This is an optimization exercise on Yosys and OpenROAD, whose aim is small area, not a production implementation. Where RTL was checked, it was by simulation tests only, not by an equivalence proof against the original. The RTL of run 7 was laid out without a check of its function. No activity file was given, so power comes from the tool's default toggle rates.

===== design/flow/design.v =====
module fir_mac_serial (
  input  logic               clk,
  input  logic               reset,
  input  logic               in_valid_i,
  output logic               in_ready_o,
  input  logic signed [15:0] in_data_i,
  input  logic               coef_we_i,
  input  logic [3:0]         coef_addr_i,
  input  logic signed [15:0] coef_data_i,
  output logic               coef_err_o,
  output logic               out_valid_o,
  output logic signed [15:0] out_data_o,
  output logic               busy_o
);
  localparam logic [2:0] S_INIT = 3'd0, S_IDLE = 3'd1, S_PEND = 3'd2,
                         S_WAIT = 3'd3, S_COMP = 3'd4, S_NEG = 3'd5,
                         S_OUTV = 3'd6;
  logic [2:0]   st;
  logic [7:0]   t;
  logic [3:0]   bm;
  logic         cerr;
  logic [255:0] hq;
  logic [15:0]  xq [0:15];
  logic [20:0]  r;
  logic         hb;
  logic init, idle, pend, wait_s, comp, neg, outv;
  assign init   = (st == S_INIT);
  assign idle   = (st == S_IDLE);
  assign pend   = (st == S_PEND);
  assign wait_s = (st == S_WAIT);
  assign comp   = (st == S_COMP);
  assign neg    = (st == S_NEG);
  assign outv   = (st == S_OUTV);
  logic wr_ph, wr, acc;
  assign wr_ph      = thf && (t[3:0] == coef_addr_i);
  assign in_ready_o = idle && (!coef_we_i || wr_ph);
  assign busy_o     = !in_ready_o;
  assign wr         = coef_we_i && in_ready_o;
  assign acc        = in_valid_i && in_ready_o;
  logic k15, th0, thf;
  assign k15 = (t[3:0] == bm);
  assign th0 = (t[7:4] == 4'h0);
  assign thf = (t[7:4] == 4'hf);
  logic mac, shift, ins;
  logic [20:0] rm, add, sum;
  assign mac   = comp || neg;
  assign shift = comp && k15;
  assign rm    = (mac || pend) ? r : 21'd0;
  assign add   = idle ? {{5{in_data_i[15]}}, in_data_i} :
                 (mac && hb) ? {{5{xq[0][15] ^ neg}}, xq[0] ^ {16{neg}}} :
                 {6'd0, wait_s, 14'd0};
  assign ins   = init || (pend && k15);
  logic [16:0] cy;
  assign cy[0] = neg && hb;
  for (genvar b = 0; b < 16; b++) begin : g_add
    assign sum[b]  = rm[b] ^ add[b] ^ cy[b];
    assign cy[b+1] = (rm[b] & add[b]) | (rm[b] & cy[b]) | (add[b] & cy[b]);
  end
  assign sum[20:16] = rm[20:16] + add[20:16] + {4'd0, cy[16]};
  logic [15:0] taps;
  for (genvar i = 0; i < 16; i++) begin : g_tap
    assign taps[i] = hq[(256 - i) % 256];
  end
  always_ff @(posedge clk) begin
    for (int q = 0; q < 255; q++) hq[q] <= hq[q+1];
    for (int m = 0; m < 15; m++) if (wr) hq[16*m+15] <= coef_data_i[m];
    hq[255] <= wr ? coef_data_i[15] : init ? (t == 8'd0) : hq[0];
    hb <= taps[bm];
    for (int s = 0; s < 15; s++) xq[s] <= xq[s+1];
    xq[15] <= ins ? r[15:0] : xq[0];
    r <= shift ? {sum[20], sum[20:1]} : sum;
  end
  always_ff @(posedge clk or posedge reset) begin
    if (reset) begin
      st   <= S_INIT;
      t    <= 8'd0;
      bm   <= 4'hf;
      cerr <= 1'b0;
    end else begin
      t    <= t + 8'd1;
      cerr <= coef_we_i && !in_ready_o;
      case (st)
        S_INIT: if (t == 8'hff) st <= S_IDLE;
        S_IDLE: if (acc) st <= S_PEND;
        S_PEND: if (k15) begin
          st <= S_WAIT;
          bm <= bm - 4'd1;
        end
        S_WAIT: if (k15 && th0) st <= S_COMP;
        S_COMP: if (k15 && thf) st <= S_NEG;
        S_NEG:  if (k15) st <= S_OUTV;
        default: st <= S_IDLE;
      endcase
    end
  end
  logic ovf;
  assign ovf         = !((&r[20:15]) || !(|r[20:15]));
  assign out_data_o  = ovf ? {r[20], {15{!r[20]}}} : r[15:0];
  assign out_valid_o = outv;
  assign coef_err_o  = cerr;
endmodule
module fir_q15 (
  input  logic               clk,
  input  logic               reset,
  input  logic               in_valid_i,
  output logic               in_ready_o,
  input  logic signed [15:0] in_data_i,
  input  logic               coef_we_i,
  input  logic [3:0]         coef_addr_i,
  input  logic signed [15:0] coef_data_i,
  output logic               coef_err_o,
  output logic               out_valid_o,
  output logic signed [15:0] out_data_o,
  output logic               busy_o
);
  fir_mac_serial u_fir (
    .clk(clk), .reset(reset),
    .in_valid_i(in_valid_i), .in_ready_o(in_ready_o), .in_data_i(in_data_i),
    .coef_we_i(coef_we_i), .coef_addr_i(coef_addr_i), .coef_data_i(coef_data_i),
    .coef_err_o(coef_err_o),
    .out_valid_o(out_valid_o), .out_data_o(out_data_o), .busy_o(busy_o)
  );
endmodule

===== design/flow/flow/run.sh =====
#!/bin/bash
# The standard layout, with the port buffers made from the smallest buffer cell
# and the clock tree built from fewer, larger sink clusters.
set -euo pipefail
export BUFFER_PORTS_ARGS="-buffer_cell sky130_fd_sc_hd__buf_1"
export CTS_ARGS="-sink_clustering_enable -repair_clock_nets -sink_clustering_size 32 -sink_clustering_max_diameter 45 -buf_list sky130_fd_sc_hd__clkbuf_16 -dont_use_dummy_load"
bash standard.sh > standard.log 2>&1

===== design/flow/standard.sh =====
#!/bin/bash
# synth_recipe.tcl (not shown) runs the flow's synth.tcl, then flattens the netlist and writes it again
# the make line also repeats each setting of config.mk as NAME=value (left out here)
make -C /OpenROAD-flow-scripts/flow DESIGN_CONFIG=/design/flow/config.mk WORK_HOME=/design/flow/orfs CLKGATE_MAP_FILE= SYNTH_SCRIPT=/design/flow/synth_recipe.tcl "${@:-finish}"

===== design/flow/config.mk =====
export PLATFORM = sky130hd
export DESIGN_NAME = fir_q15
export DESIGN_NICKNAME = fir_q15
export VERILOG_FILES = /design/flow/design.v
export SDC_FILE = /design/flow/constraint.sdc
export NUM_CORES = 4
export LEC_CHECK = 0
export CAP_MARGIN = 20
export CORE_MARGIN = 2
export CORE_UTILIZATION = 60
export SLEW_MARGIN = 20

===== design/flow/constraint.sdc =====
create_clock -name core_clock -period 10.0 [get_ports {clk}]
set_input_delay 2.0000 -clock core_clock [delete_from_list [all_inputs] [get_ports {clk}]]
set_output_delay 2.0000 -clock core_clock [all_outputs]
set_load 0.01 [all_outputs]

==> metrics.md, run 1 <==
| Metric | Value |
|---|---|
| Most common cell after layout, fill and taps aside | dfxtp_1 |
| Fin util | 68.3% |
| CTS max path bufs | 3 |
| Synth Register Bits | 550 |
| Routed vias | 6019 |
| Unique masters post-synth | 41 |
| Sequential Power Share | 63.0% |
| CTS Buf Count | 37 |
| Critical Path RT | 10380 ps |
| Gr usage total | 16.3% |
| Cell mode on critical path | fa_1 |
| Crit. End Element | register |
| GR peak layer | met2 |
| Mapped Area | 0.0135 mm^2 |
| Post-synthesis sequential area ratio | 82.1% |
| DR DRC count | 0 |
| Grt met1 use | 23.2% |
| # diodes | 0 |
| Worst Path Max Fanout | 2 |
| Nets@finish | 1036 |
| Core Area | 0.0220 mm^2 |
| Drt initial violations | 297 |
| Cell row count | 54 |
| FF-to-FF Start | u_fir.st[1] |
| Share of post-route cells with drive strength above 1 | 9.80% |
| Area Growth Syn to Fin | 10.9% |
| Root Buffer | clkbuf_16 |
| GR Util met2 | 24.6% |
| Peak VDD IR | 0.000192 V |
| TNS Setup | 0 ps |
| Clock latency (worst-skew pair) | 530 ps |
| Clock Power Share | 36.7% |
| Setup Skew | 57.2 ps |
| Status | finished clean |
| Die H | 154 um |
| Switch Pwr | 628 uW |
| Die width | 154 um |
| Fmax | 103 MHz |
| Syn Area/Cell | 15.2 um^2 |
| Most frequent cells in the layout | 534 x dfxtp_1, 59 x buf_1, 48 x inv_1 |
| Grt ovf | 0 |
| Slowest-stage cell, CP | fa_1 |
| Vias in the first global route | 6278 |
| Initial antenna violation count | 0 |
| Final HPWL DP | 11500 um |
| Routed len/inst | 15.0 um |
| Total power | 3.48 mW |
| CP startpoint kind | primary input |
| Die area | 0.0237 mm^2 |
| RSZ-0062 raised after global routing | false |
| CTS H-tree depth | 2 |
| Hold Fails Final Rpt | 0 |
| Cell count after synthesis | 891 |
| Fin cells | 1249 |
| Total number of yosys warnings | 2 |
| Critical path arrival | 10060 ps |
| Worst hold-check path type | reg2reg |
| Global Route met3 Usage | 3.78% |
| Initial Utilization | 61.5% |
| Power Internal | 2.85 mW |
| Hold Path Origin | u_fir.xq[6][15] |
| Switch share | 18.1% |
| Total placed instance area | 0.0140 mm^2 |
| Vias per inst | 4.82 |
| TritonCTS clock tree | yes |
| ANT nets after route | 0 |
| Total length of routed wires | 18700 um |
| Fin crit share | 96.8% |
| Max_cap viols | 0 |
| Slew HR | 27.3% |
| CTS sink cnt | 550 |
| Most used DFF post-synth | dfxtp_1 |
| Post-synth EDFFs | 0 |
| First-pass GRT wire length | 30800 um |
| Final setup viols | 0 |
| # fillers | 1520 |
| Reg area | 0.0111 mm^2 |
| Area of the multi-input gates | 0.00217 mm^2 |
| Origin of the worst setup path | in_data_i[0] |
| Post-CTS Hold Buffers | 0 |
| Routability cong. | 0.801 |
| Final design instance area without fill | 0.0150 mm^2 |
| Largest net degree at the start of global routing | 32 |
| Worst slew pin tran | 1090 ps |
| Leakage dissipation | 6.21 nW |
| Reg clk slew, reported paths | 80 ps |
| Fin. max-slew vios | 0 |
| Critical path type | in2reg |
| Dpl cells | 1212 |
| Top-Level Pins | 60 |
| Synthesized Nets | 956 |
| Tmin final | 9680 ps |
| PwrDens | 232 mW/mm^2 |
| Max incr delay on CP | 430 ps |
| Port Buffer Count | 59 |
| Post-synth ARST share | 2.91% |
| 1st-pass router iterations | 4 |
| Logic gate share of total power | 0.3% |
## final cells by class
cell class,count,share of cell area [%]
flip-flops and latches,550,74.0
clock buffers,37,6.18
inverters,48,1.20
well taps,280,2.34
repair buffers,65,1.78
multi-input cells,269,14.5
## kinds of logic after synthesis
kind of cell / synth area share (%)
AOI/OAI and AO/OA: 3.91
xor gates and xnor gates: 1.36
adders and majority gates: 3.31
buffers and inverters: 2.07
DFF: 82.1
muxes: 3.86
and+or+nand+nor: 3.37
## through the flow
stage / setup slack [ps] / hold slack (ps)
finish: 320 / 288
global placement: -133 / 310
CTS: 219 / 292
floorplan: 185 / 310
global route: 6.53 / 293
detailed placement: -253 / 312
## registers in the layout, indices dropped and copies added, names as in the netlist
| signal | count |
|---|---|
| u_fir.st | 3 |
| u_fir.r | 21 |
| u_fir.bm | 4 |
| u_fir.t | 8 |
| u_fir.hq | 256 |
| u_fir.cerr | 1 |
| u_fir.xq | 256 |
| u_fir.hb | 1 |
## cell usage after synthesis (4+ instances only)
library cell,n,area share (%)
a21oi_1,22,0.81
mux2_2,31,2.6
clkbuf_1,18,0.50
ha_1,7,0.65
inv_1,48,1.3
and2_1,6,0.28
fa_1,18,2.7
dfxtp_1,534,79
xnor2_1,11,0.71
o22ai_1,17,0.79
nor2_1,30,0.83
dfstp_2,4,0.78
nand3_1,8,0.30
o21ai_0,22,0.81
nand4_1,4,0.19
mux4_2,5,0.83
xor2_1,10,0.65
dfrtp_1,12,2.2
nand2_1,34,0.94
a22o_1,15,0.97
## power by group through the flow
stage	clock network, mW	registers (mW)	logic, mW
CTS	1.32	2.19	0.0116
global route	1.39	2.19	0.0128
detailed placement	0	2.24	0.0115
global placement	0	2.24	0.0115
finish	1.28	2.19	0.0112
floorplan	0	2.24	0.00335
## repair_timing
action	CTS	global route
setup buffers	0	0
gates resized for setup	0	4
endpoints found under the setup margin	0	1
## metal layers
metal  vias to the layer above  part of all wire [%]
met4                         0                   2.4
met5                         -                     0
met1                      2854                    49
met2                       146                    43
li1                       2984                     -
met3                        35                   5.9
## critical path: cells and delay by family
family          cells  cell delay, ps
compound gates      4             610
xor+xnor            2             260
fa+ha+maj          18            6510
buf+inv             6             400
mux                 1             280
## worst paths after layout
path / endpoint / slack [ps] / depth (start not counted)
max in group asynchronous: u_fir.st[1] / 7990 / 2
setup / recovery: u_fir.r[19] / 320 / 31
min in group asynchronous: u_fir.cerr / 1510 / 2
hold reg to reg: u_fir.xq[5][15] / 290 / 0
setup reg to reg: u_fir.r[19] / 530 / 32
hold / removal: u_fir.xq[5][15] / 290 / 0
==> inputs of run 2 (changes only) <==
==> design/flow/flow/run.sh (replaced) <==
#!/bin/bash
# The standard layout, with the port buffers made from the smallest buffer cell
# and the clock tree built from fewer, larger sink clusters.
set -euo pipefail
export BUFFER_PORTS_ARGS="-buffer_cell sky130_fd_sc_hd__buf_1"
export CTS_ARGS="-sink_clustering_enable -repair_clock_nets -sink_clustering_size 24 -sink_clustering_max_diameter 45 -buf_list sky130_fd_sc_hd__clkbuf_8 -dont_use_dummy_load"
bash standard.sh > standard.log 2>&1
==> metrics.md, run 2 <==
| Metric | Value |
|---|---|
| TritonCTS clock tree | yes (unchanged) |
| Cell mode on critical path | fa_1 (unchanged) |
| Setup Buffers After CTS | 0 (unchanged) |
| Final HPWL DP | 11500 um (unchanged) |
| Vias in the first global route | 6252 (was 6278) |
| Post-synth EDFFs | 0 (unchanged) |
| Share of the synthesized area in the top cell type | 79.1% (unchanged) |
| Max_cap viols | 0 (unchanged) |
| Top Registers | u_fir.hq: 256 flops, u_fir.xq: 256 flops, u_fir.r: 21 flops (unchanged) |
| Die width | 154 um (unchanged) |
| Clock Power Share | 29.6% (was 36.7%) |
| ANT nets after route | 0 (unchanged) |
| Die area | 0.0237 mm^2 (unchanged) |
| Gr usage total | 16.2% (was 16.3%) |
| Drt initial violations | 258 (was 297) |
| Critical path type | in2reg (unchanged) |
| Synth area leader | dfxtp_1 (unchanged) |
| Reg2reg setup slack | 480 ps (was 530 ps) |
| Most frequent cell after synthesis | dfxtp_1 (unchanged) |
| Clock latency (worst-skew pair) | 570 ps (was 530 ps) |
| First-pass GRT wire length | 30700 um (was 30800 um) |
| Worst Path Max Fanout | 2 (unchanged) |
| Synth Register Bits | 550 (unchanged) |
| Fin worst setup slack | 308 ps (was 320 ps) |
| WHS Endpoint | u_fir.xq[5][15] (unchanged) |
| Total length of routed wires | 18500 um (was 18700 um) |
| Cell count after synthesis | 891 (unchanged) |
| Syn Area/Cell | 15.2 um^2 (unchanged) |
| Synthesized Nets | 956 (unchanged) |
| Final setup viols | 0 (unchanged) |
| Worst path bufs/invs | 6 (unchanged) |
| Synth cell count leaders | 534 x dfxtp_1, 48 x inv_1, 34 x nand2_1 (unchanged) |
| Most common cell after layout, fill and taps aside | dfxtp_1 (unchanged) |
| Fmax | 103 MHz (about the same) |
| Routability cong. | 0.801 (unchanged) |
| TNS Setup | 0 ps (unchanged) |
| Fin. max-slew vios | 0 (unchanged) |
| Slowest-stage cell, CP | fa_1 (unchanged) |
| Pre-CTS setup slack | -253 ps (unchanged) |
| Share of post-route cells with drive strength above 1 | 9.79% (was 9.80%) |
| Post-synth ARST share | 2.91% (unchanged) |
| Post-CTS Hold Buffers | 0 (unchanged) |
| Unique masters post-synth | 41 (unchanged) |
| # diodes | 0 (unchanged) |
| CTS sink cnt | 550 (unchanged) |
| Grt ovf | 0 (unchanged) |
| Max incr delay on CP | 430 ps (about the same) |
| Leakage dissipation | 6.03 nW (was 6.21 nW) |
| Most frequent cells in the layout | 534 x dfxtp_1, 59 x buf_1, 48 x inv_1 (unchanged) |
| # fillers | 1572 (was 1520) |
| Routed len/inst | 14.8 um (was 15.0 um) |
| Nets@finish | 1037 (was 1036) |
| Largest net degree at the start of global routing | 32 (unchanged) |
| DR DRC count | 0 (unchanged) |
| Mapped Area | 0.0135 mm^2 (unchanged) |
| WHS Path Cells | 0 (unchanged) |
| CP top delay family | adder cells (unchanged) |
| Area Growth Syn to Fin | 7.92% (was 10.9%) |
| Setup Skew | 72.0 ps (was 57.2 ps) |
| Crit. End Element | register (unchanged) |
| Die H | 154 um (unchanged) |
| Hold Path Origin | u_fir.xq[6][15] (unchanged) |
| Vias per inst | 4.80 (was 4.82) |
| Port Buffer Count | 59 (unchanged) |
| Tmin final | 9690 ps (was 9680 ps) |
| Peak VDD IR | 0.000170 V (was 0.000192 V) |
| Critical Path RT | 10410 ps (was 10380 ps) |
| Power Internal | 2.54 mW (was 2.85 mW) |
| Worst hold-check path type | reg2reg (unchanged) |
| Critical path arrival | 10100 ps (was 10060 ps) |
| Top-Level Pins | 60 (unchanged) |
| Core Area | 0.0220 mm^2 (unchanged) |
| FF-to-FF Start | u_fir.st[1] (unchanged) |
| Status | finished clean (unchanged) |
| Dpl cells | 1212 (unchanged) |
| Slew HR | 27.6% (was 27.3%) |
| Most used DFF post-synth | dfxtp_1 (unchanged) |
| CTS max path bufs | 3 (unchanged) |
| Initial Utilization | 61.5% (unchanged) |
| Main area contributors after synthesis | dfxtp_1 79%, fa_1 2.7%, mux2_2 2.6%, dfrtp_1 2.2%, inv_1 1.3% (unchanged) |
| RSZ-0062 raised after global routing | false (unchanged) |
| Total number of yosys warnings | 2 (unchanged) |
| Cell row count | 54 (unchanged) |
| R2r worst-path depth | 32 (unchanged) |
| Fin cells | 1250 (was 1249) |
| PwrDens | 214 mW/mm^2 (was 232 mW/mm^2) |
| Initial antenna violation count | 0 (unchanged) |
| Worst slew pin tran | 1080 ps (was 1090 ps) |
| Worst R2R End | u_fir.r[19] (unchanged) |
| CTS H-tree depth | 2 (unchanged) |
| CP startpoint kind | primary input (unchanged) |
| Sequential Power Share | 70.0% (was 63.0%) |
| Reg clk slew, reported paths | 110 ps (was 80 ps) |
| CTS resizes | 0 (unchanged) |
| Post-synthesis sequential area ratio | 82.1% (unchanged) |
| Fin crit share | 96.9% (was 96.8%) |
| Logic gate share of total power | 0.4% (was 0.3%) |
| 1st-pass router iterations | 4 (unchanged) |
| Switch share | 18.8% (was 18.1%) |
| CTS Buf Count | 38 (was 37) |
| Hold Fails Final Rpt | 0 (unchanged) |
| Routed vias | 5994 (was 6019) |
| Switch Pwr | 589 uW (was 628 uW) |
| Root Buffer | clkbuf_8 (was clkbuf_16) |
-- run 2: cell types whose count changed in the layout (fill, tap and decap cells not counted), sizes merged --
cell,change
clkbuf,+1
-- run 2: worst reg2reg max path: cells and delay by family (launching register included) --
kind                       cells  cell delay (ps)
xor gates and xnor gates       2              260
DFF                            1              460
AOI/OAI and AO/OA              3              640
and+or+nand+nor                2              520
adders and majority gates     19             6830
muxes                          1              280
buffers and inverters          5              420
-- run 2: cells by family after synthesis --
family,count (synthesis),synth area share (%)
multiplexers,41,3.86
buffers and inverters,72,2.07
flip-flops,550,82.1
AO/OA/AOI/OAI,85,3.91
XOR/XNOR,21,1.36
AND/OR/NAND/NOR,97,3.37
adder cells (fa/ha/maj),25,3.31
-- run 2: how the worst max path moves through the flow --
stage / start / endpoint / slack, ps / cells after the start
floorplan: in_data_i[0] / u_fir.r[19] / 190 / 30
global placement: in_data_i[0] / u_fir.r[19] / -130 / 31
detailed placement: in_data_i[0] / u_fir.r[19] / -250 / 31
CTS: in_data_i[0] / u_fir.r[19] / 280 / 31
global route: in_data_i[0] / u_fir.r[19] / 10 / 31
finish: in_data_i[0] / u_fir.r[19] / 310 / 31
-- run 2: cell type report --
cell class	count	area, um^2	area share [%]
Clock buffer	38	523	3.59
Inverter	48	180	1.24
Multi-Input combinational cell	269	2170	14.9
Sequential cell	550	11100	76.1
Tap cell	280	350	2.40
Timing Repair Buffer	65	267	1.83
-- run 2: layer usage --
layer / track usage (%) / part of all wire (%) / up-vias
met5: 0 / 0 / -
met4: 6.63 / 2.9 / 0
met3: 3.69 / 4.9 / 41
met2: 24.1 / 42 / 129
met1: 23.1 / 50 / 2839
li1: - / - / 2985
-- run 2: power by group through the flow --
stage	clock network, mW	logic [mW]	registers [mW]
3_5_place_dp	0	0.0115	2.24
6_report	0.926	0.0112	2.19
3_3_place_gp	0	0.0115	2.24
2_1_floorplan	0	0.00335	2.24
4_1_cts	0.963	0.0116	2.19
5_1_grt	1.04	0.0128	2.19
-- run 2: stage by stage --
stage | area, um^2 | total power, mW | hold slack (ps) | util [%]
2_1_floorplan | 13500 | 2.24 | 310 | -
3_3_place_gp | 14000 | 2.25 | 310 | 63.9
3_5_place_dp | 14000 | 2.25 | 312 | 63.9
4_1_cts | 14600 | 3.17 | 286 | 66.3
5_1_grt | 14600 | 3.24 | 293 | 66.4
6_report | 14600 | 3.13 | 285 | 66.4
==> inputs of run 3 (changes only) <==
==> design/flow/flow/run.sh (replaced) <==
#!/bin/bash
# The standard layout, with the port buffers made from the smallest buffer cell
# and the clock tree built from fewer, larger sink clusters.
set -euo pipefail
export BUFFER_PORTS_ARGS="-buffer_cell sky130_fd_sc_hd__buf_1"
export CTS_ARGS="-sink_clustering_enable -repair_clock_nets -sink_clustering_size 30 -sink_clustering_max_diameter 80 -buf_list sky130_fd_sc_hd__clkbuf_16 -dont_use_dummy_load"
bash standard.sh > standard.log 2>&1
==> metrics.md, run 3 <==
| Metric | Value |
|---|---|
| Synth Register Bits | 550 (unchanged) |
| Most frequent cells in the layout | 534 x dfxtp_1, 59 x buf_1, 48 x inv_1 (unchanged) |
| Post-synth ARST share | 2.91% (unchanged) |
| Drt initial violations | 331 (was 258) |
| Worst hold-check path type | reg2reg (unchanged) |
| Initial antenna violation count | 0 (unchanged) |
| DR DRC count | 0 (unchanged) |
| Die width | 154 um (unchanged) |
| Unique masters post-synth | 41 (unchanged) |
| Most used DFF post-synth | dfxtp_1 (unchanged) |
| Routed wl met2 | 7870 um (was 7810 um) |
| Tmin final | 9650 ps (was 9690 ps) |
| Crit. End Element | register (unchanged) |
| # diodes | 0 (unchanged) |
| Simple-gate share of the synthesized area | 3.37% (unchanged) |
| Most frequent cell after synthesis | dfxtp_1 (unchanged) |
| Post-synthesis sequential area ratio | 82.1% (unchanged) |
| Synth cell count leaders | 534 x dfxtp_1, 48 x inv_1, 34 x nand2_1 (unchanged) |
| Hold Fails Final Rpt | 0 (unchanged) |
| Cell mode on critical path | fa_1 (unchanged) |
| Die H | 154 um (unchanged) |
| CTS H-tree depth | 1 (was 2) |
| Fin crit share | 96.5% (was 96.9%) |
| Fin. max-slew vios | 0 (unchanged) |
| Worst slew pin tran | 714 ps (was 1080 ps) |
| Hold Path Origin | u_fir.hq[165] (was u_fir.xq[6][15]) |
| Cell count after synthesis | 891 (unchanged) |
| RSZ-0062 raised after global routing | false (unchanged) |
| Slowest-stage cell, CP | fa_1 (unchanged) |
| Critical Path RT | 10440 ps (was 10410 ps) |
| Grt ovf | 0 (unchanged) |
| Top-Level Pins | 60 (unchanged) |
| Synthesized Nets | 956 (unchanged) |
| Post-synth EDFFs | 0 (unchanged) |
| Peak VDD IR | 0.000150 V (was 0.000170 V) |
| Final HPWL DP | 11500 um (unchanged) |
| Port Buffer Count | 59 (unchanged) |
| Leakage dissipation | 6.02 nW (was 6.03 nW) |
| Clock latency (worst-skew pair) | 540 ps (was 570 ps) |
| Adder-cell area share of the yosys netlist | 3.31% (unchanged) |
| Vias in the first global route | 6111 (was 6252) |
| Total number of yosys warnings | 2 (unchanged) |
| Fin util | 66.5% (was 66.4%) |
| Worst Path Max Fanout | 2 (unchanged) |
| Status | finished clean (unchanged) |
| Fmax | 104 MHz (was 103 MHz) |
| TritonCTS clock tree | yes (unchanged) |
| Core Area | 0.0220 mm^2 (unchanged) |
| Post-CTS Hold Buffers | 0 (unchanged) |
| # fillers | 1577 (was 1572) |
| Total length of routed wires | 18500 um (about the same) |
| Multiplexer share of the synthesized area | 3.86% (unchanged) |
| Largest net degree at the start of global routing | 32 (unchanged) |
| CTS sink cnt | 550 (unchanged) |
| Syn Area/Cell | 15.2 um^2 (unchanged) |
| Mapped Area | 0.0135 mm^2 (unchanged) |
| Worst R2R End | u_fir.r[19] (unchanged) |
| Synth Area in XOR/XNOR | 1.36% (unchanged) |
| Min Hold Slack | 276 ps (was 285 ps) |
| Share of post-route cells with drive strength above 1 | 8.39% (was 9.79%) |
| CTS resizes | 0 (unchanged) |
| Vias per inst | 4.79 (was 4.80) |
| Reg2reg setup slack | 560 ps (was 480 ps) |
| Share of the synthesized area in the top cell type | 79.1% (unchanged) |
| Area Growth Syn to Fin | 8.14% (was 7.92%) |
| Final setup viols | 0 (unchanged) |
| Fin worst setup slack | 345 ps (was 308 ps) |
| Root Buffer | clkbuf_16 (was clkbuf_8) |
| First-pass GRT wire length | 30600 um (was 30700 um) |
| Setup Skew | 45.5 ps (was 72.0 ps) |
| Origin of the worst setup path | in_data_i[0] (unchanged) |
| Gr usage total | 16.0% (was 16.2%) |
| WHS Path Cells | 0 (unchanged) |
| Nets@finish | 1021 (was 1037) |
| Max incr delay on CP | 430 ps (about the same) |
| Slew HR | 52.2% (was 27.6%) |
| Initial Utilization | 61.5% (unchanged) |
| Setup Buffers After CTS | 0 (unchanged) |
| Reg clk slew, reported paths | 100 ps (was 110 ps) |
| WHS Endpoint | u_fir.hq[164] (was u_fir.xq[5][15]) |
| Routed vias | 5906 (was 5994) |
| Most common cell after layout, fill and taps aside | dfxtp_1 (unchanged) |
| Total power | 3.18 mW (was 3.13 mW) |
| CTS max path bufs | 3 (unchanged) |
| Top Registers | u_fir.hq: 256 flops, u_fir.xq: 256 flops, u_fir.r: 21 flops (unchanged) |
| Synth Area in Compound Gates | 3.91% (unchanged) |
| Met1 WL | 9310 um (was 9260 um) |
| CTS Buf Count | 22 (was 38) |
| Max_cap viols | 0 (unchanged) |
| R2r worst-path depth | 32 (unchanged) |
| Critical path arrival | 10090 ps (was 10100 ps) |
| FF-to-FF Start | u_fir.st[1] (unchanged) |
| Met3 routed WL | 892 um (was 907 um) |
| Synth area leader | dfxtp_1 (unchanged) |
| Critical path type | in2reg (unchanged) |
| Cell row count | 54 (unchanged) |
| Pre-CTS setup slack | -253 ps (unchanged) |
| CP startpoint kind | primary input (unchanged) |
| TNS Setup | 0 ps (unchanged) |
| 1st-pass router iterations | 5 (was 4) |
| Routability cong. | 0.801 (unchanged) |
| Main area contributors after synthesis | dfxtp_1 79%, fa_1 2.7%, mux2_2 2.6%, dfrtp_1 2.2%, inv_1 1.3% (unchanged) |
| Die area | 0.0237 mm^2 (unchanged) |
| PwrDens | 218 mW/mm^2 (was 214 mW/mm^2) |
| Routed len/inst | 15.0 um (was 14.8 um) |
| ANT nets after route | 0 (unchanged) |
| Combinational family with the most area after synthesis | compound AO/OA/AOI/OAI gates (unchanged) |
| Uppermost layer routed | met4 (unchanged) |
-- run 3: worst max-delay path by stage --
| stage | slack (ps) | to | depth (start not counted) |
|---|---|---|---|
| 2_1_floorplan | 190 | u_fir.r[19] | 30 |
| 3_3_place_gp | -130 | u_fir.r[19] | 31 |
| 3_5_place_dp | -250 | u_fir.r[19] | 31 |
| 4_1_cts | 280 | u_fir.r[19] | 31 |
| 5_1_grt | 30 | u_fir.r[19] | 31 |
| 6_report | 350 | u_fir.r[19] | 31 |
-- run 3: routing by layer --
layer,GRT usage (%),vias up
li1,-,2955
met1,23.6,2776
met2,24.2,132
met3,2.93,43
met4,4.94,0
met5,0,-
-- run 3: per-stage QoR --
stage                     cell area, um^2  cells
after detailed placement            14000   1212
final                               14600   1234
after global routing                14600   1234
after global placement              14000   1212
after floorplan                     13500    891
after CTS                           14600   1234
-- run 3: area by class of cell --
class	count	area, um^2	area share [%]
flip-flops and latches	550	11100	75.9
repair buffers	65	267	1.82
multi-input cells	269	2170	14.8
clock buffers	22	551	3.77
well taps	280	350	2.40
inverters	48	180	1.23
-- run 3: cell families (layout without fill, tap and decap cells) --
logic type	Yosys count	after routing
AOI/OAI and AO/OA	85	85
muxes	41	41
buffers and inverters	72	135
xor gates and xnor gates	21	21
adders and majority gates	25	25
and+or+nand+nor	97	97
DFF	550	550
-- run 3: power breakdown --
part | switching, mW | internal (mW) | total, mW
Combinational | 0.00638 | 0.00475 | 0.0111
Sequential | 0.000165 | 2.19 | 2.19
Clock | 0.580 | 0.397 | 0.977
Total | 0.587 | 2.59 | 3.18
-- run 3: critical path: cells and delay by family --
kind	cells	cell delay (ps)
AOI/OAI and AO/OA	4	630
adders and majority gates	18	6520
muxes	1	280
buffers and inverters	6	380
xor gates and xnor gates	2	250
==> inputs of run 4 (changes only) <==
==> design/flow/flow/run.sh (replaced) <==
#!/bin/bash
# The standard layout, with the port buffers made from the smallest buffer cell
# and the clock tree built from fewer, larger sink clusters.
set -euo pipefail
export BUFFER_PORTS_ARGS="-buffer_cell sky130_fd_sc_hd__buf_1"
export CTS_ARGS="-sink_clustering_enable -repair_clock_nets -sink_clustering_size 22 -sink_clustering_max_diameter 60 -buf_list sky130_fd_sc_hd__clkbuf_8 -dont_use_dummy_load"
bash standard.sh > standard.log 2>&1
==> metrics.md, run 4 <==
| Metric | Value |
|---|---|
| Most used DFF post-synth | dfxtp_1 (unchanged) |
| Gr usage total | 15.9% (was 16.0%) |
| Worst slew pin tran | 711 ps (was 714 ps) |
| Share of the synthesized area in the top cell type | 79.1% (unchanged) |
| Min Hold Slack | 292 ps (was 276 ps) |
| 1st-pass router iterations | 4 (was 5) |
| Synth cell count leaders | 534 x dfxtp_1, 48 x inv_1, 34 x nand2_1 (unchanged) |
| Critical path arrival | 10190 ps (was 10090 ps) |
| Slowest-stage cell, CP | fa_1 (unchanged) |
| Pre-CTS setup slack | -253 ps (unchanged) |
| Cell count after synthesis | 891 (unchanged) |
| Initial antenna violation count | 0 (unchanged) |
| PwrDens | 211 mW/mm^2 (was 218 mW/mm^2) |
| Area Growth Syn to Fin | 7.19% (was 8.14%) |
| Worst hold-check path type | reg2reg (unchanged) |
| TritonCTS clock tree | yes (unchanged) |
| Clock latency (worst-skew pair) | 620 ps (was 540 ps) |
| CTS Buf Count | 31 (was 22) |
| Dpl cells | 1212 (unchanged) |
| Vias per inst | 4.81 (was 4.79) |
| CTS max path bufs | 3 (unchanged) |
| Most frequent cells in the layout | 534 x dfxtp_1, 59 x buf_1, 48 x inv_1 (unchanged) |
| Routed len/inst | 14.8 um (was 15.0 um) |
| Largest net degree at the start of global routing | 32 (unchanged) |
| Nets@finish | 1030 (was 1021) |
| Total number of yosys warnings | 2 (unchanged) |
| Final design instance area without fill | 0.0145 mm^2 (was 0.0146 mm^2) |
| Die H | 154 um (unchanged) |
| TNS Setup | 0 ps (unchanged) |
| Post-synth EDFFs | 0 (unchanged) |
| Share of post-route cells with drive strength above 1 | 9.03% (was 8.39%) |
| Post-synthesis sequential area ratio | 82.1% (unchanged) |
| # diodes | 0 (unchanged) |
| Setup Skew | 83.7 ps (was 45.5 ps) |
| Fin. max-slew vios | 0 (unchanged) |
| Most frequent cell after synthesis | dfxtp_1 (unchanged) |
| Fmax | 103 MHz (was 104 MHz) |
| Final setup viols | 0 (unchanged) |
| Status | finished clean (unchanged) |
| Total placed instance area | 0.0140 mm^2 (unchanged) |
| Post-synth ARST share | 2.91% (unchanged) |
| Critical path type | in2reg (unchanged) |
| Cell mode on critical path | fa_1 (unchanged) |
| Max_cap viols | 0 (unchanged) |
| Cell row count | 54 (unchanged) |
| Max incr delay on CP | 420 ps (was 430 ps) |
| Synth area leader | dfxtp_1 (unchanged) |
| Top-Level Pins | 60 (unchanged) |
| Mapped Area | 0.0135 mm^2 (unchanged) |
| Die width | 154 um (unchanged) |
| ANT nets after route | 0 (unchanged) |
| Critical Path RT | 10520 ps (was 10440 ps) |
| Tmin final | 9670 ps (was 9650 ps) |
| Hold Fails Final Rpt | 0 (unchanged) |
| Routability cong. | 0.801 (unchanged) |
| Reg clk slew, reported paths | 130 ps (was 100 ps) |
| Root Buffer | clkbuf_8 (was clkbuf_16) |
| Synthesized Nets | 956 (unchanged) |
| Port Buffer Count | 59 (unchanged) |
| First-pass GRT wire length | 30500 um (was 30600 um) |
| CTS H-tree depth | 1 (unchanged) |
| Top Registers | u_fir.hq: 256 flops, u_fir.xq: 256 flops, u_fir.r: 21 flops (unchanged) |
| Post-CTS Hold Buffers | 0 (unchanged) |
| Main area contributors after synthesis | dfxtp_1 79%, fa_1 2.7%, mux2_2 2.6%, dfrtp_1 2.2%, inv_1 1.3% (unchanged) |
| Fin worst setup slack | 331 ps (was 345 ps) |
| Drt initial violations | 313 (was 331) |
| Total length of routed wires | 18400 um (was 18500 um) |
| Fin cells | 1243 (was 1234) |
| CP startpoint kind | primary input (unchanged) |
| Worst Path Max Fanout | 2 (unchanged) |
| Core Area | 0.0220 mm^2 (unchanged) |
| Slew HR | 52.4% (was 52.2%) |
| Final HPWL DP | 11500 um (unchanged) |
| Crit. End Element | register (unchanged) |
| Die area | 0.0237 mm^2 (unchanged) |
| Routed vias | 5975 (was 5906) |
| Syn Area/Cell | 15.2 um^2 (unchanged) |
| Grt ovf | 0 (unchanged) |
| DR DRC count | 0 (unchanged) |
| Most common cell after layout, fill and taps aside | dfxtp_1 (unchanged) |
| Unique masters post-synth | 41 (unchanged) |
| Synth Register Bits | 550 (unchanged) |
| Fin crit share | 96.7% (was 96.5%) |
| Peak VDD IR | 0.000145 V (was 0.000150 V) |
| RSZ-0062 raised after global routing | false (unchanged) |
| CTS sink cnt | 550 (unchanged) |
| Initial Utilization | 61.5% (unchanged) |
| Leakage dissipation | 5.98 nW (was 6.02 nW) |
| Vias in the first global route | 6179 (was 6111) |
==> run 4: worst paths after layout <==
path                                       to  cells past startpoint  slack [ps]           from
worst max-delay path              u_fir.r[19]                     31         330   in_data_i[0]
worst min-delay path            u_fir.hq[163]                      0         290  u_fir.hq[164]
worst max register to register    u_fir.r[19]                     32         490    u_fir.st[1]
worst min register to register  u_fir.hq[163]                      0         290  u_fir.hq[164]
max in group asynchronous         u_fir.st[0]                      2        8130          reset
min in group asynchronous          u_fir.t[5]                      2        1400          reset
==> run 4: layer usage <==
metal	global-route usage, %	wire, um
met5	0	0
met4	5.70	513
met3	3.04	926
met2	24.0	7890
met1	23.1	9050
==> run 4: layout make-up <==
class,count,area (um^2)
inverters,48,180
fillers,1581,7470
repair buffers,65,267
well taps,280,350
flip-flops and latches,550,11100
multi-input cells,269,2160
clock buffers,31,427
==> run 4: logic make-up (layout without fill, tap and decap cells) <==
logic type	count (synthesis)	after routing	synth area share, %
DFF	550	550	82.1
adders and majority gates	25	25	3.31
muxes	41	41	3.86
and+or+nand+nor	97	97	3.37
AOI/OAI and AO/OA	85	85	3.91
xor gates and xnor gates	21	21	1.36
buffers and inverters	72	144	2.07
==> run 4: power breakdown <==
part           switching [mW]  internal, mW
logic                 0.00649       0.00475
registers            0.000151          2.19
clock network           0.569         0.278
==> run 4: worst max-delay path: cells and delay by family <==
family          cells  cell delay (ps)
xor+xnor            2              260
buf+inv             6              400
compound gates      4              610
fa+ha+maj          18             6630
mux                 1              280
==> run 4: what timing repair did <==
| item | CTS | global route |
|---|---|---|
| gates resized for setup | 0 | 2 |
| setup buffers | 0 | 0 |
| endpoints found under the setup margin | 0 | 1 |
==> run 4: per-stage QoR <==
stage | power (mW) | utilization, %
floorplan | 2.24 | -
global placement | 2.25 | 63.9
detailed placement | 2.25 | 63.9
global route | 3.15 | 66.0
finish | 3.05 | 66.0
CTS | 3.08 | 65.9
==> inputs of run 5 (changes only) <==
==> design/flow/flow/run.sh (replaced) <==
#!/bin/bash
# The standard layout, with the port buffers made from the smallest buffer cell
# and the clock tree built from fewer, larger sink clusters.
set -euo pipefail
export BUFFER_PORTS_ARGS="-buffer_cell sky130_fd_sc_hd__buf_1"
export CTS_ARGS="-sink_clustering_enable -repair_clock_nets -sink_clustering_size 20 -sink_clustering_max_diameter 60 -buf_list sky130_fd_sc_hd__clkbuf_8 -dont_use_dummy_load"
bash standard.sh > standard.log 2>&1
==> metrics.md, run 5 <==
| Metric | Value |
|---|---|
| Slowest-stage cell, CP | fa_1 (unchanged) |
| Origin of the worst setup path | in_data_i[0] (unchanged) |
| Area of the multi-input gates | 0.00217 mm^2 (was 0.00216 mm^2) |
| Tmin final | 9670 ps (about the same) |
| Grt ovf | 0 (unchanged) |
| Fin util | 66.2% (was 66.0%) |
| # fillers | 1582 (was 1581) |
| Total number of yosys warnings | 2 (unchanged) |
| Peak VDD IR | 0.000171 V (was 0.000145 V) |
| Critical path arrival | 10110 ps (was 10190 ps) |
| RSZ-0062 raised after global routing | false (unchanged) |
| Status | finished clean (unchanged) |
| Die H | 154 um (unchanged) |
| 1st-pass router iterations | 4 (unchanged) |
| Critical Path RT | 10440 ps (was 10520 ps) |
| ANT nets after route | 0 (unchanged) |
| Nets@finish | 1033 (was 1030) |
| Hold Fails Final Rpt | 0 (unchanged) |
| Most frequent cell after synthesis | dfxtp_1 (unchanged) |
| Post-synth ARST share | 2.91% (unchanged) |
| Reg area | 0.0111 mm^2 (unchanged) |
| Drt initial violations | 296 (was 313) |
| Reg2reg setup slack | 530 ps (was 490 ps) |
| Initial Utilization | 61.5% (unchanged) |
| Most common cell after layout, fill and taps aside | dfxtp_1 (unchanged) |
| CTS H-tree depth | 2 (was 1) |
| TNS Setup | 0 ps (unchanged) |
| Synthesized Nets | 956 (unchanged) |
| Fmax | 103 MHz (about the same) |
| Worst setup path endpoint | u_fir.r[19] (unchanged) |
| Critical path type | in2reg (unchanged) |
| Unique masters post-synth | 41 (unchanged) |
| DR DRC count | 0 (unchanged) |
| Fin crit share | 96.7% (about the same) |
| Die area | 0.0237 mm^2 (unchanged) |
| Gr usage total | 16.3% (was 15.9%) |
| Root Buffer | clkbuf_8 (unchanged) |
| Synth area leader | dfxtp_1 (unchanged) |
| FF-to-FF Start | u_fir.st[1] (unchanged) |
| Routability cong. | 0.801 (unchanged) |
| Share of post-route cells with drive strength above 1 | 9.42% (was 9.03%) |
| Fin cells | 1246 (was 1243) |
| Synth Register Bits | 550 (unchanged) |
| Initial antenna violation count | 0 (unchanged) |
| Post-CTS Hold Buffers | 0 (unchanged) |
| Area Growth Syn to Fin | 7.51% (was 7.19%) |
| CTS Buf Count | 34 (was 31) |
| CP startpoint kind | primary input (unchanged) |
| Leakage dissipation | 6.00 nW (was 5.98 nW) |
| Synth cell count leaders | 534 x dfxtp_1, 48 x inv_1, 34 x nand2_1 (unchanged) |
| Mapped Area | 0.0135 mm^2 (unchanged) |
| Main area contributors after synthesis | dfxtp_1 79%, fa_1 2.7%, mux2_2 2.6%, dfrtp_1 2.2%, inv_1 1.3% (unchanged) |
| Total placed instance area | 0.0140 mm^2 (unchanged) |
| Routed len/inst | 14.8 um (about the same) |
| Cell mode on critical path | fa_1 (unchanged) |
| Max_cap viols | 0 (unchanged) |
| Share of the synthesized area in the top cell type | 79.1% (unchanged) |
| Dpl cells | 1212 (unchanged) |
| Top-Level Pins | 60 (unchanged) |
| Hold Path Origin | u_fir.xq[15][1] (was u_fir.hq[164]) |
| First-pass GRT wire length | 31000 um (was 30500 um) |
| CTS sink cnt | 550 (unchanged) |
| Die width | 154 um (unchanged) |
| Top Registers | u_fir.hq: 256 flops, u_fir.xq: 256 flops, u_fir.r: 21 flops (unchanged) |
| PwrDens | 213 mW/mm^2 (was 211 mW/mm^2) |
| Vias in the first global route | 6253 (was 6179) |
| Most used DFF post-synth | dfxtp_1 (unchanged) |
| Min Hold Slack | 296 ps (was 292 ps) |
| R2r worst-path depth | 32 (unchanged) |
| Reg clk slew, reported paths | 120 ps (was 130 ps) |
| # diodes | 0 (unchanged) |
| Routed vias | 5958 (was 5975) |
| Final HPWL DP | 11500 um (unchanged) |
| Most frequent cells in the layout | 534 x dfxtp_1, 59 x buf_1, 48 x inv_1 (unchanged) |
| Cell count after synthesis | 891 (unchanged) |
| Total length of routed wires | 18500 um (was 18400 um) |
| Worst Path Max Fanout | 2 (unchanged) |
| Cell row count | 54 (unchanged) |
| Core Area | 0.0220 mm^2 (unchanged) |
| CTS max path bufs | 3 (unchanged) |
| Post-synthesis sequential area ratio | 82.1% (unchanged) |
| Worst R2R End | u_fir.r[19] (unchanged) |
| Vias per inst | 4.78 (was 4.81) |
| Post-synth EDFFs | 0 (unchanged) |
| Clock latency (worst-skew pair) | 560 ps (was 620 ps) |
| Final setup viols | 0 (unchanged) |
| Port Buffer Count | 59 (unchanged) |
| Slew HR | 28.0% (was 52.4%) |
| Worst hold-check path type | reg2reg (unchanged) |
| TritonCTS clock tree | yes (unchanged) |
| Fin. max-slew vios | 0 (unchanged) |
| Final design instance area without fill | 0.0145 mm^2 (about the same) |
| Syn Area/Cell | 15.2 um^2 (unchanged) |
| Max incr delay on CP | 430 ps (was 420 ps) |
| Worst slew pin tran | 1080 ps (was 711 ps) |
| Largest net degree at the start of global routing | 32 (unchanged) |
| Setup Skew | 70.0 ps (was 83.7 ps) |
| Crit. End Element | register (unchanged) |
-- run 5: logic make-up after synthesis --
group	after synthesis	share of synthesized area (%)
AO/OA/AOI/OAI	85	3.91
AND/OR/NAND/NOR	97	3.37
flip-flops	550	82.1
XOR/XNOR	21	1.36
multiplexers	41	3.86
adder cells (fa/ha/maj)	25	3.31
buffers and inverters	72	2.07
-- run 5: what timing repair did --
| item | in CTS | in global routing |
|---|---|---|
| setup endpoints to repair | 0 | 1 |
| resized for setup | 0 | 3 |
| setup buffers | 0 | 0 |
-- run 5: final cells by class --
type / instances / share of cell area (%)
Inverter: 48 / 1.24
Clock buffer: 34 / 3.22
Tap cell: 280 / 2.41
Multi-Input combinational cell: 269 / 14.9
Sequential cell: 550 / 76.4
Timing Repair Buffer: 65 / 1.83
-- run 5: how the worst min path moves through the flow --
stage,end,cells past startpoint
6_report,u_fir.xq[14][1],0
3_3_place_gp,u_fir.xq[2][15],0
3_5_place_dp,u_fir.hq[147],0
4_1_cts,u_fir.xq[14][1],0
5_1_grt,u_fir.xq[14][1],0
2_1_floorplan,u_fir.hq[0],0
-- run 5: critical path: cells and delay by family --
family,cells,cell delay [ps]
multiplexers,1,280
AO/OA/AOI/OAI,4,610
adder cells (fa/ha/maj),18,6540
buffers and inverters,6,390
XOR/XNOR,2,260
-- run 5: layer usage --
layer / up-vias / share of wire, % / track usage (%)
met4: 0 / 3.1 / 6.76
met3: 56 / 4.9 / 3.35
li1: 2976 / - / -
met2: 138 / 42 / 24.3
met1: 2788 / 50 / 23.3
met5: - / 0 / 0
-- run 5: stage by stage --
step,setup WS (ps),power (mW)
after global routing,30.6,3.20
final,332,3.09
after global placement,-133,2.25
after floorplan,185,2.24
after detailed placement,-253,2.25
after CTS,293,3.12
-- run 5: report_power, final --
group          switching (mW)  internal [mW]
registers            0.000150           2.19
clock network           0.577          0.309
logic                 0.00649        0.00475
==> inputs of run 6 (changes only) <==
==> design/flow/flow/run.sh (replaced) <==
#!/bin/bash
# The standard layout, with the port buffers made from the smallest buffer cell.
set -euo pipefail
export BUFFER_PORTS_ARGS="-buffer_cell sky130_fd_sc_hd__buf_1"
bash standard.sh > standard.log 2>&1
--- a/design/flow/config.mk
+++ b/design/flow/config.mk
@@ -9,3 +9,6 @@
 export CORE_MARGIN = 2
 export CORE_UTILIZATION = 60
+export CTS_BUF_LIST = sky130_fd_sc_hd__clkbuf_8
+export CTS_CLUSTER_DIAMETER = 100
+export CTS_CLUSTER_SIZE = 16
 export SLEW_MARGIN = 20
==> metrics.md, run 6 <==
| Metric | Value |
|---|---|
| Fin crit share | 96.7% (about the same) |
| Die H | 154 um (unchanged) |
| First-pass GRT wire length | 31400 um (was 31000 um) |
| Most frequent cells in the layout | 534 x dfxtp_1, 59 x buf_1, 54 x inv_1 (was 534 x dfxtp_1, 59 x buf_1, 48 x inv_1) |
| Reg clk slew, reported paths | 100 ps (was 120 ps) |
| Routed len/inst | 15.0 um (was 14.8 um) |
| Worst hold-check path type | reg2reg (unchanged) |
| Post-CTS Hold Buffers | 0 (unchanged) |
| Max_cap viols | 0 (unchanged) |
| Post-synthesis sequential area ratio | 82.1% (unchanged) |
| Worst Path Max Fanout | 2 (unchanged) |
| Synth Register Bits | 550 (unchanged) |
| Synth cell count leaders | 534 x dfxtp_1, 48 x inv_1, 34 x nand2_1 (unchanged) |
| Total length of routed wires | 18900 um (was 18500 um) |
| Post-synth EDFFs | 0 (unchanged) |
| Grt ovf | 0 (unchanged) |
| Synthesized Nets | 956 (unchanged) |
| Fin worst setup slack | 335 ps (was 332 ps) |
| Fin. max-slew vios | 0 (unchanged) |
| Vias per inst | 4.80 (was 4.78) |
| Routability cong. | 0.801 (unchanged) |
| Max incr delay on CP | 430 ps (about the same) |
| Vias in the first global route | 6350 (was 6253) |
| PwrDens | 218 mW/mm^2 (was 213 mW/mm^2) |
| Die area | 0.0237 mm^2 (unchanged) |
| Root Buffer | clkbuf_8 (unchanged) |
| CTS max path bufs | 3 (unchanged) |
| Most common cell after layout, fill and taps aside | dfxtp_1 (unchanged) |
| ANT nets after route | 0 (unchanged) |
| Final setup viols | 0 (unchanged) |
| Initial antenna violation count | 0 (unchanged) |
| Nets@finish | 1039 (was 1033) |
| Min Hold Slack | 308 ps (was 296 ps) |
| Initial Utilization | 61.5% (unchanged) |
| Synth area leader | dfxtp_1 (unchanged) |
| Cell mode on critical path | fa_1 (unchanged) |
| Slew HR | 51.5% (was 28.0%) |
| Share of post-route cells with drive strength above 1 | 10.3% (was 9.42%) |
| # diodes | 0 (unchanged) |
| Setup Buffers After CTS | 0 (unchanged) |
| TNS Setup | 0 ps (unchanged) |
| Crit. End Element | register (unchanged) |
| TritonCTS clock tree | yes (unchanged) |
| Critical path type | in2reg (unchanged) |
| # fillers | 1577 (was 1582) |
| Peak VDD IR | 0.000175 V (was 0.000171 V) |
| Syn Area/Cell | 15.2 um^2 (unchanged) |
| Top-Level Pins | 60 (unchanged) |
| Critical path arrival | 10140 ps (was 10110 ps) |
| Routed vias | 6055 (was 5958) |
| Reg area | 0.0111 mm^2 (unchanged) |
| Mapped Area | 0.0135 mm^2 (unchanged) |
| Fmax | 103 MHz (about the same) |
| Cell row count | 54 (unchanged) |
| Die width | 154 um (unchanged) |
| CTS H-tree depth | 2 (unchanged) |
| Drt initial violations | 301 (was 296) |
| Slowest-stage cell, CP | fa_1 (unchanged) |
| Area Growth Syn to Fin | 8.64% (was 7.51%) |
| Cell count after synthesis | 891 (unchanged) |
| Leakage dissipation | 6.10 nW (was 6.00 nW) |
| Critical Path RT | 10470 ps (was 10440 ps) |
| Main area contributors after synthesis | dfxtp_1 79%, fa_1 2.7%, mux2_2 2.6%, dfrtp_1 2.2%, inv_1 1.3% (unchanged) |
| Top Registers | u_fir.hq: 256 flops, u_fir.xq: 256 flops, u_fir.r: 21 flops (unchanged) |
| 1st-pass router iterations | 4 (unchanged) |
| Pre-CTS setup slack | -253 ps (unchanged) |
| CP startpoint kind | primary input (unchanged) |
| Hold Fails Final Rpt | 0 (unchanged) |
| Most used DFF post-synth | dfxtp_1 (unchanged) |
| CTS Buf Count | 40 (was 34) |
| Status | finished clean (unchanged) |
| DR DRC count | 0 (unchanged) |
| Gr usage total | 16.5% (was 16.3%) |
| Tmin final | 9670 ps (about the same) |
| Share of the synthesized area in the top cell type | 79.1% (unchanged) |
| Unique masters post-synth | 41 (unchanged) |
| Final HPWL DP | 11500 um (unchanged) |
| Most frequent cell after synthesis | dfxtp_1 (unchanged) |
| RSZ-0062 raised after global routing | false (unchanged) |
| Total number of yosys warnings | 2 (unchanged) |
| CTS sink cnt | 550 (unchanged) |
| Largest net degree at the start of global routing | 32 (unchanged) |
| Post-synth ARST share | 2.91% (unchanged) |
| Worst slew pin tran | 725 ps (was 1080 ps) |
| Total power | 3.20 mW (was 3.09 mW) |
| Core Area | 0.0220 mm^2 (unchanged) |
| Clock latency (worst-skew pair) | 570 ps (was 560 ps) |
| Port Buffer Count | 59 (unchanged) |
| Setup Skew | 26.2 ps (was 70.0 ps) |
| Area of the multi-input gates | 0.00217 mm^2 (unchanged) |
## run 6: per-layer routing
metal | vias to the layer above | track usage [%] | share of wire (%)
met4 | 0 | 7.39 | 2.9
met3 | 48 | 3.92 | 5.5
met5 | - | 0 | 0
met1 | 2874 | 23.2 | 48
met2 | 131 | 24.7 | 43
li1 | 3002 | - | -
## run 6: cell families after synthesis
| group | after synthesis | synth area share, % |
|---|---|---|
| flip-flops | 550 | 82.1 |
| adder cells (fa/ha/maj) | 25 | 3.31 |
| AND/OR/NAND/NOR | 97 | 3.37 |
| buffers and inverters | 72 | 2.07 |
| AO/OA/AOI/OAI | 85 | 3.91 |
| XOR/XNOR | 21 | 1.36 |
| multiplexers | 41 | 3.86 |
## run 6: report_power, final
part           switching [mW]  leakage [nW]  internal (mW)
logic                 0.00644          1.27        0.00475
registers            0.000155          4.49           2.19
clock network           0.615         0.345          0.385
total                   0.622          6.10           2.58
## run 6: critical path: cells and delay by family
kind / cells / cell delay, ps
multiplexers: 1 / 280
XOR/XNOR: 2 / 260
AO/OA/AOI/OAI: 4 / 610
buffers and inverters: 6 / 420
adder cells (fa/ha/maj): 18 / 6570
## run 6: path summary, 6_finish.rpt
path                       cells past startpoint             from              end  slack (ps)
setup / recovery                              31     in_data_i[0]      u_fir.r[19]         330
min in group asynchronous                      2            reset       u_fir.t[4]        1460
setup reg to reg                              32      u_fir.st[1]      u_fir.r[19]         520
hold / removal                                 0  u_fir.xq[7][15]  u_fir.xq[6][15]         310
max in group asynchronous                      2            reset      u_fir.st[1]        8100
hold reg to reg                                0  u_fir.xq[7][15]  u_fir.xq[6][15]         310
## run 6: final cells by class
type	count	area share, %
clock buffers	42	3.94
clock inverters	8	0.290
inverters	48	1.23
multi-input cells	269	14.8
flip-flops and latches	550	75.6
well taps	280	2.39
repair buffers	65	1.82
## run 6: stage by stage
stage | cells | utilization [%] | area (um^2)
floorplan | 891 | - | 13500
global placement | 1212 | 63.9 | 14000
detailed placement | 1212 | 63.9 | 14000
CTS | 1262 | 66.7 | 14700
global route | 1262 | 66.9 | 14700
finish | 1262 | 66.9 | 14700
## run 6: timing repair
item / 4_1_cts / 5_1_grt
setup endpoints to repair: 0 / 1
endpoints found under the hold margin: 0 / 0
resized for setup: 0 / 3
==> inputs of run 7 (changes only) <==
--- a/design/flow/design.v
+++ b/design/flow/design.v
@@ -18,5 +18,6 @@
   logic [2:0]   st;
   logic [7:0]   t;
-  logic [3:0]   bm;
+  logic [3:0]   nb, bm;
+  assign bm = ~nb;
   logic         cerr;
   logic [255:0] hq;
@@ -47,7 +48,8 @@
   assign shift = comp && k15;
   assign rm    = (mac || pend) ? r : 21'd0;
-  assign add   = idle ? {{5{in_data_i[15]}}, in_data_i} :
-                 (mac && hb) ? {{5{xq[0][15] ^ neg}}, xq[0] ^ {16{neg}}} :
-                 {6'd0, wait_s, 14'd0};
+  logic [15:0] xo;
+  assign xo    = ({16{idle}} & in_data_i) | ({16{mac && hb}} & (xq[0] ^ {16{neg}})) |
+                 {1'b0, wait_s, 14'd0};
+  assign add   = {{5{xo[15]}}, xo};
   assign ins   = init || (pend && k15);
   logic [16:0] cy;
@@ -75,5 +77,5 @@
       st   <= S_INIT;
       t    <= 8'd0;
-      bm   <= 4'hf;
+      nb   <= 4'h0;
       cerr <= 1'b0;
     end else begin
@@ -85,5 +87,5 @@
         S_PEND: if (k15) begin
           st <= S_WAIT;
-          bm <= bm - 4'd1;
+          nb <= nb + 4'd1;
         end
         S_WAIT: if (k15 && th0) st <= S_COMP;
==> design/flow/flow/run.sh (replaced) <==
#!/bin/bash
# The standard layout, with the port buffers made from the smallest buffer cell
# and the clock tree built from fewer, larger sink clusters.
set -euo pipefail
export BUFFER_PORTS_ARGS="-buffer_cell sky130_fd_sc_hd__buf_1"
export CTS_ARGS="-sink_clustering_enable -repair_clock_nets -sink_clustering_size 20 -sink_clustering_max_diameter 60 -buf_list sky130_fd_sc_hd__clkbuf_8 -dont_use_dummy_load"
bash standard.sh > standard.log 2>&1
--- a/design/flow/config.mk
+++ b/design/flow/config.mk
@@ -9,6 +9,3 @@
 export CORE_MARGIN = 2
 export CORE_UTILIZATION = 60
-export CTS_BUF_LIST = sky130_fd_sc_hd__clkbuf_8
-export CTS_CLUSTER_DIAMETER = 100
-export CTS_CLUSTER_SIZE = 16
 export SLEW_MARGIN = 20
==> metrics.md, run 7 <==
| Metric | Value |
|---|---|
| Synth Register Bits | 550 (unchanged) |
| Post-CTS Hold Buffers | 0 (unchanged) |
| Worst slew pin tran | 976 ps (was 725 ps) |
| Max incr delay on CP | 440 ps (was 430 ps) |
| # fillers | 1627 (was 1577) |
| Setup Buffers After CTS | 0 (unchanged) |
| Die width | 154 um (about the same) |
| Top-Level Pins | 60 (unchanged) |
| Post-synth EDFFs | 0 (unchanged) |
| Syn Area/Cell | 15.2 um^2 (about the same) |
| CTS max path bufs | 3 (unchanged) |
| Fin crit share | 95.5% (was 96.7%) |
| Critical Path RT | 10340 ps (was 10470 ps) |
| Synth cell count leaders | 534 x dfxtp_1, 54 x nand2_1, 42 x inv_1 (was 534 x dfxtp_1, 48 x inv_1, 34 x nand2_1) |
| Grt met1 use | 23.2% (about the same) |
| GR peak layer | met2 (unchanged) |
| Clock latency (worst-skew pair) | 550 ps (was 570 ps) |
| Max_cap viols | 0 (unchanged) |
| Crit. End Element | register (unchanged) |
| Hold Fails Final Rpt | 0 (unchanged) |
| Pre-CTS setup slack | 30.2 ps (was -253 ps) |
| Setup Skew | 77.6 ps (was 26.2 ps) |
| CP startpoint kind | primary input (unchanged) |
| Synth area leader | dfxtp_1 (unchanged) |
| Cell mode on critical path | fa_1 (unchanged) |
| Routed vias | 5915 (was 6055) |
| Critical path type | in2reg (unchanged) |
| Cell count after synthesis | 890 (was 891) |
| Vias in the first global route | 6266 (was 6350) |
| Synthesized Nets | 954 (was 956) |
| RSZ-0062 raised after global routing | false (unchanged) |
| Routed len/inst | 15.1 um (was 15.0 um) |
| Root Buffer | clkbuf_8 (unchanged) |
| Grt ovf | 0 (unchanged) |
| Die H | 154 um (about the same) |
| Most frequent cell after synthesis | dfxtp_1 (unchanged) |
| Initial antenna violation count | 0 (unchanged) |
| Leakage dissipation | 5.97 nW (was 6.10 nW) |
| Main area contributors after synthesis | dfxtp_1 79%, dfrtp_1 3.0%, fa_1 2.7%, nand2_1 1.5%, mux2i_1 1.2% (was dfxtp_1 79%, fa_1 2.7%, mux2_2 2.6%, dfrtp_1 2.2%, inv_1 1.3%) |
| Critical path arrival | 9890 ps (was 10140 ps) |
| Reg clk slew, reported paths | 110 ps (was 100 ps) |
| Status | finished clean (unchanged) |
| CTS H-tree depth | 2 (unchanged) |
| Most frequent cells in the layout | 534 x dfxtp_1, 59 x buf_1, 54 x nand2_1 (was 534 x dfxtp_1, 59 x buf_1, 54 x inv_1) |
| Most used DFF post-synth | dfxtp_1 (unchanged) |
| Top Registers | u_fir.hq: 256 flops, u_fir.xq: 256 flops, u_fir.r: 21 flops (unchanged) |
| Worst hold-check path type | reg2reg (unchanged) |
| Share of the synthesized area in the top cell type | 78.9% (was 79.1%) |
| Die area | 0.0238 mm^2 (was 0.0237 mm^2) |
| Total power | 3.09 mW (was 3.20 mW) |
| Final setup viols | 0 (unchanged) |
| CTS sink cnt | 550 (unchanged) |
| Area Growth Syn to Fin | 7.05% (was 8.64%) |
| Global Route met3 Usage | 3.36% (was 3.92%) |
| Final HPWL DP | 11900 um (was 11500 um) |
| Tmin final | 9550 ps (was 9670 ps) |
| Core Area | 0.0220 mm^2 (about the same) |
| Post-synthesis sequential area ratio | 81.9% (was 82.1%) |
| TritonCTS clock tree | yes (unchanged) |
| Slowest-stage cell, CP | fa_1 (unchanged) |
| DR DRC count | 0 (unchanged) |
| Fin. max-slew vios | 0 (unchanged) |
| Peak VDD IR | 0.000142 V (was 0.000175 V) |
| 1st-pass router iterations | 4 (unchanged) |
| Min Hold Slack | 264 ps (was 308 ps) |
| Total length of routed wires | 18800 um (was 18900 um) |
| CTS Buf Count | 34 (was 40) |
| Total number of yosys warnings | 2 (unchanged) |
| Most common cell after layout, fill and taps aside | dfxtp_1 (unchanged) |
| Largest net degree at the start of global routing | 32 (unchanged) |
| Initial Utilization | 61.5% (about the same) |
| Worst Path Max Fanout | 2 (unchanged) |
| GR Util met2 | 25.0% (was 24.7%) |
| Vias per inst | 4.76 (was 4.80) |
| Fmax | 105 MHz (was 103 MHz) |
| PwrDens | 213 mW/mm^2 (was 218 mW/mm^2) |
| Cell row count | 54 (unchanged) |
| Share of post-route cells with drive strength above 1 | 7.28% (was 10.3%) |
| Unique masters post-synth | 52 (was 41) |
| ANT nets after route | 0 (unchanged) |
| Port Buffer Count | 59 (unchanged) |
| First-pass GRT wire length | 30800 um (was 31400 um) |
| TNS Setup | 0 ps (unchanged) |
| Routability cong. | 0.875 (was 0.801) |
| # diodes | 0 (unchanged) |
| Fin worst setup slack | 452 ps (was 335 ps) |
| Nets@finish | 1028 (was 1039) |
| Slew HR | 34.7% (was 51.5%) |
| Drt initial violations | 259 (was 301) |
| Post-synth ARST share | 2.91% (unchanged) |
| Gr usage total | 16.2% (was 16.5%) |
| Mapped Area | 0.0135 mm^2 (about the same) |
| CTS resizes | 0 (unchanged) |
## run 7: where the power goes
group / switching, mW / internal (mW) / total (mW)
logic: 0.00809 / 0.00793 / 0.0160
registers: 0.000194 / 2.19 / 2.19
clock network: 0.575 / 0.309 / 0.884
total: 0.583 / 2.51 / 3.09
## run 7: path summary, 6_finish.rpt
check / end / depth (start not counted) / slack [ps] / startpoint
setup reg to reg: u_fir.r[19] / 28 / 680 / u_fir.st[1]
min in group asynchronous: u_fir.cerr / 2 / 1520 / reset
setup / recovery: u_fir.r[19] / 30 / 450 / in_data_i[0]
hold / removal: u_fir.hq[40] / 0 / 260 / u_fir.hq[41]
max in group asynchronous: u_fir.t[4] / 2 / 7980 / reset
hold reg to reg: u_fir.hq[40] / 0 / 260 / u_fir.hq[41]
## run 7: routing by layer
layer	part of all wire (%)	vias to the layer above	wire length, um
li1	-	2969	-
met4	2.2	0	420
met1	50	2813	9300
met2	44	94	8220
met5	0	-	0
met3	4.5	39	844
## run 7: stage by stage
stage / util (%) / instance area, um^2 / cells
floorplan: - / 13500 / 890
global placement: 63.7 / 14000 / 1208
detailed placement: 63.7 / 14000 / 1208
CTS: 65.8 / 14500 / 1242
global route: 65.8 / 14500 / 1242
finish: 65.8 / 14500 / 1242
## run 7: cell families (layout without fill, tap and decap cells)
kind of cell / count (synthesis) / count (layout) / synth area share, %
and+or+nand+nor: 100 / 100 / 3.51
xor gates and xnor gates: 22 / 22 / 1.42
DFF: 550 / 550 / 81.9
buffers and inverters: 68 / 140 / 2.18
AOI/OAI and AO/OA: 86 / 86 / 3.95
muxes: 40 / 40 / 3.87
adders and majority gates: 24 / 24 / 3.21
## run 7: area by class of cell
class | count | area, um^2 | area share [%]
multi-input combinational | 272 | 2180 | 15.0
timing repair buffer | 64 | 259 | 1.79
inverter | 42 | 158 | 1.09
tap | 280 | 350 | 2.42
clock buffer | 34 | 468 | 3.23
sequential | 550 | 11100 | 76.5
## run 7: worst max-delay path, delay by kind of cell
| kind | cells | cell delay [ps] |
|---|---|---|
| adder cells (fa/ha/maj) | 18 | 6580 |
| AO/OA/AOI/OAI | 4 | 420 |
| XOR/XNOR | 2 | 380 |
| buffers and inverters | 4 | 250 |
| AND/OR/NAND/NOR | 1 | 160 |
| multiplexers | 1 | 100 |

[re-timing with driven ports]
How much do the figures lean on ideal ports? The routed layouts below were timed once more, with nothing changed but the port constraints. Step 1: set_driving_cell puts a clkbuf_16 on clk and a buf_2 on each other input, an assumption about the parent block. Step 2 moves the port delays by t, midway between the first and last clock arrival at a register: inputs arrive t later, outputs are due t later. That takes back most of the time a late clock gives input paths. a / b / c = no drivers / after step 1 / after step 2; a / b = the first two.
| run | t, ns | setup slack, ns | worst setup path after step 2 | latest minus earliest clock arrival (ns) | worst register clock-pin slew, ns |
|---|---|---|---|---|---|
| run 1 | 0.544 | 0.320 / 0.340 / -0.205 | input to register | 0.064 / 0.065 | 0.10 / 0.10 |
| run 2 | 0.572 | 0.308 / 0.324 / -0.248 | input to register | 0.076 / 0.076 | 0.12 / 0.12 |
| run 3 | 0.565 | 0.345 / 0.365 / -0.200 | input to register | 0.049 / 0.048 | 0.11 / 0.11 |
| run 4 | 0.619 | 0.331 / 0.348 / -0.271 | input to register | 0.084 / 0.084 | 0.13 / 0.13 |
| run 5 | 0.562 | 0.332 / 0.348 / -0.214 | input to register | 0.070 / 0.070 | 0.12 / 0.12 |
| run 6 | 0.601 | 0.335 / 0.352 / -0.250 | input to register | 0.028 / 0.029 | 0.10 / 0.10 |
| run 7 | 0.557 | 0.452 / 0.465 / -0.092 | input to register | 0.079 / 0.078 | 0.11 / 0.11 |
With both steps, setup timing fails in every run listed, where it was met with ideal ports. The setup slack of run 4, which loses most, moves by +0.017 ns with the drivers and by -0.602 ns with both steps.
